This design comes from an exercise in tuning for small area on the open sky130 flow, not from production work.
RTL that was checked went through simulation tests only; none was proved equivalent to the original.
Power figures rest on the tool's default switching activity, not on a simulated workload.

Setup of v6:
==> flow/design.v <==
package jt900h_dump_pkg;
  localparam logic [1:0] CAUSE_NONE = 2'd0;
  localparam logic [1:0] CAUSE_STOP = 2'd1;
  localparam logic [1:0] CAUSE_WDOG = 2'd2;
  localparam logic [1:0] CAUSE_HALT = 2'd3;
  localparam int DUMP_LEN = 84;
endpackage
module jt900h_dump_row (
  input  logic       clk,
  input  logic       we_i,
  input  logic       wen_i,
  input  logic [7:0] x_i,
  output logic [7:0] q_o
);
  logic [7:0] q;
  always_ff @(posedge clk) q <= ~((q | {8{we_i}}) & ({8{wen_i}} | x_i));
  assign q_o = q;
endmodule
module jt900h_dump_rdmux (
  input  logic [8*jt900h_dump_pkg::DUMP_LEN-1:0] mem_i,   
  input  logic [7:0] raddr_i,
  output logic [7:0] rdata_o
);
  localparam int L  = jt900h_dump_pkg::DUMP_LEN;
  localparam int NG = L / 3;
  logic [15:0]   rlo;
  logic [5:0]    rhi;
  logic [L-1:0]  rsel;
  logic [NG-1:0] grp_n [8];
  always_comb begin
    for (int i = 0; i < 16; i++) rlo[i] = (raddr_i[3:0] == 4'(i));
    for (int i = 0; i < 6; i++)  rhi[i] = (raddr_i[7:4] == 4'(i));
    for (int k = 0; k < L; k++) rsel[k] = rlo[k % 16] && rhi[k / 16];
    for (int b = 0; b < 8; b++) begin
      for (int j = 0; j < NG; j++)
        grp_n[b][j] = !((mem_i[8*(3*j)+b]   && rsel[3*j]) ||
                        (mem_i[8*(3*j+1)+b] && rsel[3*j+1]) ||
                        (mem_i[8*(3*j+2)+b] && rsel[3*j+2]));
      rdata_o[b] = !(&grp_n[b]);
    end
  end
endmodule
module jt900h_dump_half #(
  parameter int N = 42
) (
  input  logic           clk,
  input  logic           par_i,
  input  logic [N-1:0]   wsel_i,
  input  logic [7:0]     wdata_i,
  output logic [8*N-1:0] mem_o
);
  logic [7:0] wx;
  assign wx = wdata_i ^ {8{par_i}};
  for (genvar k = 0; k < N; k++) begin : g_row
    jt900h_dump_row u_row (
      .clk   (clk),
      .we_i  (wsel_i[k]),
      .wen_i (!wsel_i[k]),
      .x_i   (wx),
      .q_o   (mem_o[8*k +: 8])
    );
  end
endmodule
module jt900h_dump_buf (
  input  logic       clk,
  input  logic       last_we_i,   
  input  logic [6:0] waddr_i,     
  input  logic [7:0] wdata_i,
  input  logic [7:0] raddr_i,
  output logic [7:0] rdata_o
);
  localparam int L = jt900h_dump_pkg::DUMP_LEN;
  logic         par_q;
  logic [8*L-1:0] mem_q;
  logic [L-1:0] wsel;
  always_ff @(posedge clk) par_q <= !par_q;
  logic [15:0] wlo;
  logic [5:0]  whi;
  always_comb begin
    for (int i = 0; i < 16; i++) wlo[i] = (waddr_i[3:0] == 4'(i));
    for (int i = 0; i < 6; i++)  whi[i] = (waddr_i[6:4] == 3'(i));
    for (int k = 0; k < L; k++) wsel[k] = wlo[(k + 1) % 16] && whi[(k + 1) / 16];
    wsel[L-1] = wsel[L-1] && last_we_i;
  end
  for (genvar h = 0; h < 2; h++) begin : g_half
    jt900h_dump_half #(.N(L / 2)) u_half (
      .clk     (clk),
      .par_i   (par_q),
      .wsel_i  (wsel[h*(L/2) +: L/2]),
      .wdata_i (wdata_i),
      .mem_o   (mem_q[8*h*(L/2) +: 8*(L/2)])
    );
  end
  logic [7:0] rmux;
  jt900h_dump_rdmux u_rdmux (
    .mem_i   (mem_q),
    .raddr_i (raddr_i),
    .rdata_o (rmux)
  );
  assign rdata_o = rmux ^ {8{par_q && (raddr_i < 8'(L))}};
endmodule
import jt900h_dump_pkg::*;
module jt900h_dumpctl (
  input  logic        clk,
  input  logic        rst_n,
  input  logic [23:0] ram_addr,
  input  logic [1:0]  ram_we,
  input  logic        halt_req,
  output logic        cen,
  output logic [7:0]  dmp_addr,
  input  logic [7:0]  dmp_din,
  input  logic [7:0]  rd_addr,
  output logic [7:0]  rd_data,
  output logic        done,
  output logic [1:0]  cause,
  output logic [31:0] run_cycles
);
  logic [20:0] cnt_q;
  logic [1:0]  cause_q;
  logic [6:0]  addr_q;
  logic        flag_q;
  logic run, stop_wr, wdog_hit, stop_any, last;
  always_comb begin
    run      = (cause_q == CAUSE_NONE);
    stop_wr  = ram_we[1] && (ram_addr == 24'h00ffff);
    wdog_hit = &cnt_q[19:0];
    stop_any = stop_wr || halt_req || wdog_hit;
    last     = (addr_q == 7'(DUMP_LEN));
  end
  always_ff @(posedge clk or negedge rst_n) begin
    if (!rst_n) begin
      cnt_q   <= '0;
      cause_q <= CAUSE_NONE;
      addr_q  <= '0;
      flag_q  <= 1'b0;
    end else if (run) begin
      if (flag_q) cnt_q <= {wdog_hit, cnt_q[19:0] + 20'd1};
      if (stop_any) begin
        cause_q <= stop_wr ? CAUSE_STOP : (halt_req ? CAUSE_HALT : CAUSE_WDOG);
        flag_q  <= 1'b0;
      end else begin
        flag_q  <= 1'b1;
      end
    end else if (!flag_q) begin
      if (last) flag_q <= 1'b1;
      else      addr_q <= addr_q + 7'd1;
    end
  end
  jt900h_dump_buf u_buf (
    .clk       (clk),
    .last_we_i (!flag_q),
    .waddr_i   (addr_q),
    .wdata_i   (dmp_din),
    .raddr_i   (rd_addr),
    .rdata_o   (rd_data)
  );
  assign cen        = run && flag_q;
  assign done       = !run && flag_q;
  assign dmp_addr   = {1'b0, addr_q};
  assign cause      = cause_q;
  assign run_cycles = {11'd0, cnt_q};
endmodule
==> flow/config.mk <==
export PLATFORM = sky130hd
export DESIGN_NAME = jt900h_dumpctl
export DESIGN_NICKNAME = jt900h_dumpctl
export VERILOG_FILES = /design/flow/design.v
export SDC_FILE = /design/flow/constraint.sdc
export NUM_CORES = 4
export LEC_CHECK = 0
export CAP_MARGIN = 20
export CORE_MARGIN = 2
export CORE_UTILIZATION = 50
export CTS_BUF_LIST = sky130_fd_sc_hd__clkbuf_16
export CTS_CLUSTER_DIAMETER = 100
export CTS_CLUSTER_SIZE = 30
export SLEW_MARGIN = 20
export SYNTH_HIERARCHICAL = 1
==> flow/constraint.sdc <==
create_clock -name core_clock -period 10.0 [get_ports {clk}]
set_input_delay 2.0000 -clock core_clock [delete_from_list [all_inputs] [get_ports {clk}]]
set_output_delay 2.0000 -clock core_clock [all_outputs]
set_load 0.01 [all_outputs]
standard.sh (not shown) runs the stock make flow with config.mk's settings and CLKGATE_MAP_FILE= SYNTH_SCRIPT=/design/flow/synth_recipe.tcl, a recipe that flattens the netlist after the stock synthesis.
==> flow/flow/run.sh <==
#!/bin/bash
# Own layout flow: the standard ORFS flow, except that
#  - synthesis maps the combinational logic with area-oriented ABC scripts
#    instead of ORFS's delay-oriented one: flow/light.abc (mapping only, which
#    keeps the read multiplexer's AND-OR structure) for jt900h_dump_rdmux, then
#    flow/area.abc for the rest; registers, passes and naming are otherwise
#    exactly synth_recipe.tcl's;
#  - port buffers use the smallest buffer cell.
# Every tool's output goes to ORFS's own logs under orfs/logs, and make's
# output to flow_make.log in the work folder.
set -euo pipefail
W=$(pwd)
F=$W/flow

# synthesis script: ORFS synth.tcl with the ABC step swapped
sed -e "s|^source \$::env(SCRIPTS_DIR)/synth_preamble.tcl\$|&\nset abc_base [list {*}\$lib_args {*}\$lib_dont_use_args]|" \
    -e "s|^  log_cmd abc {\*}\$abc_args\$|  log_cmd abc -script $F/light.abc {*}\$abc_base jt900h_dump_rdmux\n  log_cmd abc -script $F/area.abc {*}\$abc_base|" \
  "$FLOW_HOME/scripts/synth.tcl" > "$W/own_synth_orfs.tcl"
grep -q "light.abc" "$W/own_synth_orfs.tcl"
grep -q "^set abc_base " "$W/own_synth_orfs.tcl"
sed -e "s|\$::env(SCRIPTS_DIR)/synth.tcl|$W/own_synth_orfs.tcl|" "$W/synth_recipe.tcl" > "$W/own_synth.tcl"
grep -q "own_synth_orfs.tcl" "$W/own_synth.tcl"
sed -e "s|$W/synth_recipe.tcl|$W/own_synth.tcl|" "$W/standard.sh" > "$W/own_standard.sh"
grep -q "own_synth.tcl" "$W/own_standard.sh"

export BUFFER_PORTS_ARGS="-buffer_cell sky130_fd_sc_hd__buf_1"
bash "$W/own_standard.sh" finish > "$W/flow_make.log" 2>&1
test -s "$W/out/final.def"
==> flow/flow/area.abc <==
strash
&get -n
&fraig -x
&put
scorr
dc2
strash
&get -n
&dch -f
&nf -R 1000 -p
&put
==> flow/flow/light.abc <==
strash
&get -n
&nf -p -R 1000
&put
Here is what was changed in the inputs of v7 compared with v6.
-- flow/design.v --
<<< v6, line 41
  end
endmodule
module jt900h_dump_half #(
  parameter int N = 42
) (
  input  logic           clk,
  input  logic           par_i,
  input  logic [N-1:0]   wsel_i,
  input  logic [7:0]     wdata_i,
  output logic [8*N-1:0] mem_o
);
  logic [7:0] wx;
  assign wx = wdata_i ^ {8{par_i}};
  for (genvar k = 0; k < N; k++) begin : g_row
    jt900h_dump_row u_row (
      .clk   (clk),
      .we_i  (wsel_i[k]),
      .wen_i (!wsel_i[k]),
      .x_i   (wx),
      .q_o   (mem_o[8*k +: 8])
    );
  end
endmodule
module jt900h_dump_buf (
  input  logic       clk,
>>> v7, line 41
  end
endmodule
module jt900h_dump_buf (
  input  logic       clk,
<<< v6, line 72
  localparam int L = jt900h_dump_pkg::DUMP_LEN;
  logic         par_q;
  logic [8*L-1:0] mem_q;
  logic [L-1:0] wsel;
>>> v7, line 51
  localparam int L = jt900h_dump_pkg::DUMP_LEN;
  logic         par_q;
  logic [7:0]   wx;
  logic [8*L-1:0] mem_q;
  logic [L-1:0] wsel;
<<< v6, line 83
    wsel[L-1] = wsel[L-1] && last_we_i;
  end
  for (genvar h = 0; h < 2; h++) begin : g_half
    jt900h_dump_half #(.N(L / 2)) u_half (
      .clk     (clk),
      .par_i   (par_q),
      .wsel_i  (wsel[h*(L/2) +: L/2]),
      .wdata_i (wdata_i),
      .mem_o   (mem_q[8*h*(L/2) +: 8*(L/2)])
    );
  end
>>> v7, line 63
    wsel[L-1] = wsel[L-1] && last_we_i;
  end
  assign wx = wdata_i ^ {8{par_q}};
  for (genvar k = 0; k < L; k++) begin : g_row
    jt900h_dump_row u_row (
      .clk   (clk),
      .we_i  (wsel[k]),
      .wen_i (!wsel[k]),
      .x_i   (wx),
      .q_o   (mem_q[8*k +: 8])
    );
  end
==> run summary <==
- Sort v7 and v6 by total number of vias, descending, and v7 comes first.
- Static leakage, v7 vs v6: up slightly
- Looking at post-route met1 wirelength, v7 sits about 2.8% higher than v6 does.
- v6 -> v7: post-synthesis share of cell area spent on full adders, half adders and majority gates flat
- Lower worst max-slew margin expressed relative to the limit among v7 and v6: v6
- Going from v6 to v7, the mapped cell area was found to have gone down by 71 um^2.
- There was hardly any difference in power in sequential cells between v6 and v7.
No functional check of the RTL was part of v6.

[static timing again, ports no longer ideal]
How much do the figures lean on ideal ports? The routed layouts below were timed once more, with nothing changed but the port constraints.
Step 1 assumes that a clkbuf_16 drives the clock port and a buf_2 every other input.
Step 2 moves the port delays by t, midway between the first and last clock arrival at a register: inputs arrive t later, outputs are due t later. That takes back most of the time a late clock gives input paths.
Three values: ideal, step 1, step 2; two values: the first two.
run	t, ns	setup WS [ns]	hold WS [ns]	worst setup path after step 2
v6	0.661	1.936 / 1.909 / 1.909	0.451 / 0.451 / 0.451	input to output
v7	0.671	2.253 / 2.204 / 2.204	0.449 / 0.449 / 0.449	input to output
After both steps setup and hold are still met in every run listed. For v7, which loses most, drivers alone change the setup slack by -0.049 ns; drivers and shift together by -0.049 ns.
